Source: an optimization exercise on an open RTL-to-GDS flow (aim: small area). Production flows keep margins and buffers that such runs may drop. Only simulation tests tie the RTL to the original design; equivalence was not proved. Power and IR drop assume default switching activity.

v18:
Design fpau_top, start of the top module:
module fpau_top
(
	input  logic                    pclk,
	input  logic                    rst_n,
	input  logic                    psel,
	input  logic                    penable,
	input  logic                    pwrite,
	input  logic [5-1:0] paddr,
	input  fpau_pkg::fp_word_t      pwdata,
	output fpau_pkg::fp_word_t      prdata,
	output logic                    pready,
	output logic                    pslverr
);
For scale: about 960 cells after synthesis, ~76 I/O pins, ~6700 um^2 of cells after synthesis.
Settings: LEC_CHECK=0, ABC_AREA=1, CAP_MARGIN=20, CORE_MARGIN=2, CORE_UTILIZATION=40, SLEW_MARGIN=20; clock period 10.0 ns.
standard.sh (not shown) runs the stock make flow with config.mk's settings and CLKGATE_MAP_FILE= SYNTH_SCRIPT=/design/flow/synth_recipe.tcl, a recipe that flattens the netlist after the stock synthesis.
==> flow/flow/run.sh <==
#!/bin/bash
# Own layout flow: the standard ORFS flow, with
#  - combinational logic mapped by ABC with each flow/abc_*.abc script,
#    keeping the smallest (registers come
#    from the unchanged synthesis script, so their names and cells match the
#    standard synthesis; checked below against a reference run),
#  - no half/full adder extraction (ABC maps those gates too),
#  - minimum-size port buffers,
#  - clock tree of clkbuf_8 without dummy loads.
set -euo pipefail
W=$(pwd)
F=$W/flow

# reference: the standard synthesis, in its own work folder
sed -e "s#WORK_HOME=[^ ]*#WORK_HOME=$W/orfs_ref#" standard.sh > std_ref.sh
bash std_ref.sh synth > log_ref_synth.log 2>&1

# own synthesis script: synth_recipe.tcl with ABC run once per script in
# flow/abc_*.abc, keeping the smallest mapping
{
	cat <<'EOT'
proc abc {args} {
  set i [lsearch -exact $args -script]
  set lib [lindex $args [expr {[lsearch -exact $args -liberty] + 1}]]
  design -save own_pre_abc
  set best -1
  foreach script [lsort [glob $::env(OWN_ABC_DIR)/abc_*.abc]] {
    design -load own_pre_abc
    lset args [expr {$i + 1}] $script
    yosys abc {*}$args
    set out [tee -q -s result.string stat -liberty $lib]
    regexp {Chip area for module[^:]*:\s*([0-9.]+)} $out -> area
    puts "own abc: $script area $area"
    if {$best < 0 || $area < $best} {
      set best $area
      design -save own_best_abc
    }
  }
  design -load own_best_abc
  puts "own abc: kept area $best"
}
EOT
	cat synth_recipe.tcl
} > own_synth.tcl
export OWN_ABC_DIR=$F
sed -e "s#SYNTH_SCRIPT=[^ ]*#SYNTH_SCRIPT=$W/own_synth.tcl#" standard.sh > own.sh

EXTRA=(
	"BUFFER_PORTS_ARGS=-buffer_cell sky130_fd_sc_hd__buf_1"
	"ADDER_MAP_FILE="
	"CTS_ARGS=-sink_clustering_enable -repair_clock_nets -dont_use_dummy_load -buf_list sky130_fd_sc_hd__clkbuf_8"
)
bash own.sh "${EXTRA[@]}" synth > log_own_synth.log 2>&1

# the registers must be the standard synthesis's: same names, same cells
R=orfs_ref/results/sky130hd/fpau_top/base/1_2_yosys.v
O=orfs/results/sky130hd/fpau_top/base/1_2_yosys.v
grep -E '^\s*sky130_fd_sc_hd__(df|edf|sdf)' $R | awk '{print $1, $2}' | sort > regs_ref.txt
grep -E '^\s*sky130_fd_sc_hd__(df|edf|sdf)' $O | awk '{print $1, $2}' | sort > regs_own.txt
if ! cmp -s regs_ref.txt regs_own.txt; then
	echo "register mismatch with the standard synthesis" | tee log_regcheck.log
	exit 1
fi
echo "registers match: $(wc -l < regs_own.txt)" > log_regcheck.log

bash own.sh "${EXTRA[@]}" finish > log_own_finish.log 2>&1
==> flow/flow/abc_d3ms1.abc <==
strash
ifraig
dc2
&get -n
&deepsyn -T 60 -S 1
&put
dch -f
map -a
strash
dch -f
map -a
strash
dch -f
amap -F 10 -A 50 -m
topo
==> flow/flow/abc_d3ms2.abc <==
strash
ifraig
dc2
&get -n
&deepsyn -T 60 -S 2
&put
dch -f
map -a
strash
dch -f
map -a
strash
dch -f
amap -F 10 -A 50 -m
topo
==> flow/flow/abc_d3ms3.abc <==
strash
ifraig
dc2
&get -n
&deepsyn -T 60 -S 3
&put
dch -f
map -a
strash
dch -f
map -a
strash
dch -f
amap -F 10 -A 50 -m
topo
==> flow/flow/abc_d3ms4.abc <==
strash
ifraig
dc2
&get -n
&deepsyn -T 60 -S 4
&put
dch -f
map -a
strash
dch -f
map -a
strash
dch -f
amap -F 10 -A 50 -m
topo
==> flow/flow/abc_d3ms5.abc <==
strash
ifraig
dc2
&get -n
&deepsyn -T 60 -S 5
&put
dch -f
map -a
strash
dch -f
map -a
strash
dch -f
amap -F 10 -A 50 -m
topo
==> flow/flow/abc_d3ms6.abc <==
strash
ifraig
dc2
&get -n
&deepsyn -T 60 -S 6
&put
dch -f
map -a
strash
dch -f
map -a
strash
dch -f
amap -F 10 -A 50 -m
topo
==> flow/flow/abc_d3ms7.abc <==
strash
ifraig
dc2
&get -n
&deepsyn -T 60 -S 7
&put
dch -f
map -a
strash
dch -f
map -a
strash
dch -f
amap -F 10 -A 50 -m
topo
==> flow/flow/abc_d3ms8.abc <==
strash
ifraig
dc2
&get -n
&deepsyn -T 60 -S 8
&put
dch -f
map -a
strash
dch -f
map -a
strash
dch -f
amap -F 10 -A 50 -m
topo
==> flow/flow/abc_d3s1.abc <==
strash
ifraig
dc2
&get -n
&deepsyn -T 60 -S 1
&put
dch -f
map -a
strash
dch -f
map -a
strash
dch -f
amap -F 10 -A 50
topo
Other scripts of this flow, unchanged in this note and not shown: flow/flow/abc_d3.abc, flow/flow/abc_d3m.abc
v18 ran to completion and came out clean on the timing, DRC and antenna checks.
## Diff of input files: v10 against v18
==> flow/flow/abc_b7.abc (new file) <==
strash
ifraig
balance
 rewrite
 refactor
 balance
 rewrite
 rewrite -z
 balance
 refactor -z
 rewrite -z
 balance
dch -f
map -a
strash
dch -f
amap -F 10 -A 50
topo
==> flow/flow/abc_c3.abc (new file) <==
strash
ifraig
dc2
dch -f
map -a
strash
dch -f
map -a
strash
dch -f
amap -F 10 -A 50
topo
removed: flow/flow/abc_d3ms1.abc
removed: flow/flow/abc_d3ms2.abc
removed: flow/flow/abc_d3ms3.abc
removed: flow/flow/abc_d3ms4.abc
removed: flow/flow/abc_d3ms5.abc
removed: flow/flow/abc_d3ms6.abc
removed: flow/flow/abc_d3ms7.abc
removed: flow/flow/abc_d3ms8.abc
removed: flow/flow/abc_d3s1.abc
## What came out
v10 ended with every stage complete and zero timing, DRC or antenna violations.
Compared with v18, in v10 slack of the critical path moved up, global-route met3 utilization shows a reduction of 0.37 points.
Looking at net switching fraction of the power, v10 sits 2.1 points lower than v18 does.
Of v10 and v18, the lower combinational power belongs to v10.
Comparing v10 and v18, post-synth net total is higher on v10.
Per the comparison of v10 with v18, maximum buffer depth of the clock tree neither gained nor lost much, worst hold slack now sits at about the same level, global-route usage decreased 2.2 points, initial core utilization +0.61 points, met3 wire length rose by about 11%.
diff inputs: v10 => v37
==> flow/flow/abc_d3ms1.abc (new file) <==
strash
ifraig
dc2
&get -n
&deepsyn -T 60 -S 1
&put
dch -f
map -a
strash
dch -f
map -a
strash
dch -f
amap -F 10 -A 50 -m
topo
==> flow/flow/abc_d3ms2.abc (new file) <==
strash
ifraig
dc2
&get -n
&deepsyn -T 60 -S 2
&put
dch -f
map -a
strash
dch -f
map -a
strash
dch -f
amap -F 10 -A 50 -m
topo
==> flow/flow/abc_d3s1.abc (new file) <==
strash
ifraig
dc2
&get -n
&deepsyn -T 60 -S 1
&put
dch -f
map -a
strash
dch -f
map -a
strash
dch -f
amap -F 10 -A 50
topo
==> flow/flow/abc_d3s2.abc (new file) <==
strash
ifraig
dc2
&get -n
&deepsyn -T 60 -S 2
&put
dch -f
map -a
strash
dch -f
map -a
strash
dch -f
amap -F 10 -A 50
topo
--- outcome ---
From v37 to v10, clock tree buffer count of the final layout did not move at all.
On final clock period utilization by the worst path: between v10 and v37, it ends up higher for v37.
Routed wire in v37 totals more than in v10.
Where final critical path time including I/O delays and setup is concerned, v10 is better than v37.
Compared with v10, v37 degrades worst path setup slack after routing.

[afterwards: timing with drivers on the ports]
No port has a modelled driver above. Below, the same layouts with a new extraction and two added sets of constraints.
Step 1, drivers: a clkbuf_16 drives pclk and a buf_2 each remaining input, both assumed.
Step 2 times the ports against the registers' clock, not the clock port: input delays grow and output delays shrink by t, the midpoint of the rising clock arrivals with the driver on.
Three values: ideal, step 1, step 2; two values: the first two.
run | t (ns) | setup slack, ns | worst register clock-pin slew, ns
v18 | 0.422 | 0.653 / 0.674 / 0.252 | 0.11 / 0.11
v10 | 0.420 | 0.710 / 0.731 / 0.311 | 0.10 / 0.10
v37 | 0.422 | 0.653 / 0.674 / 0.252 | 0.11 / 0.11
After both steps setup and hold are still met in every run listed.
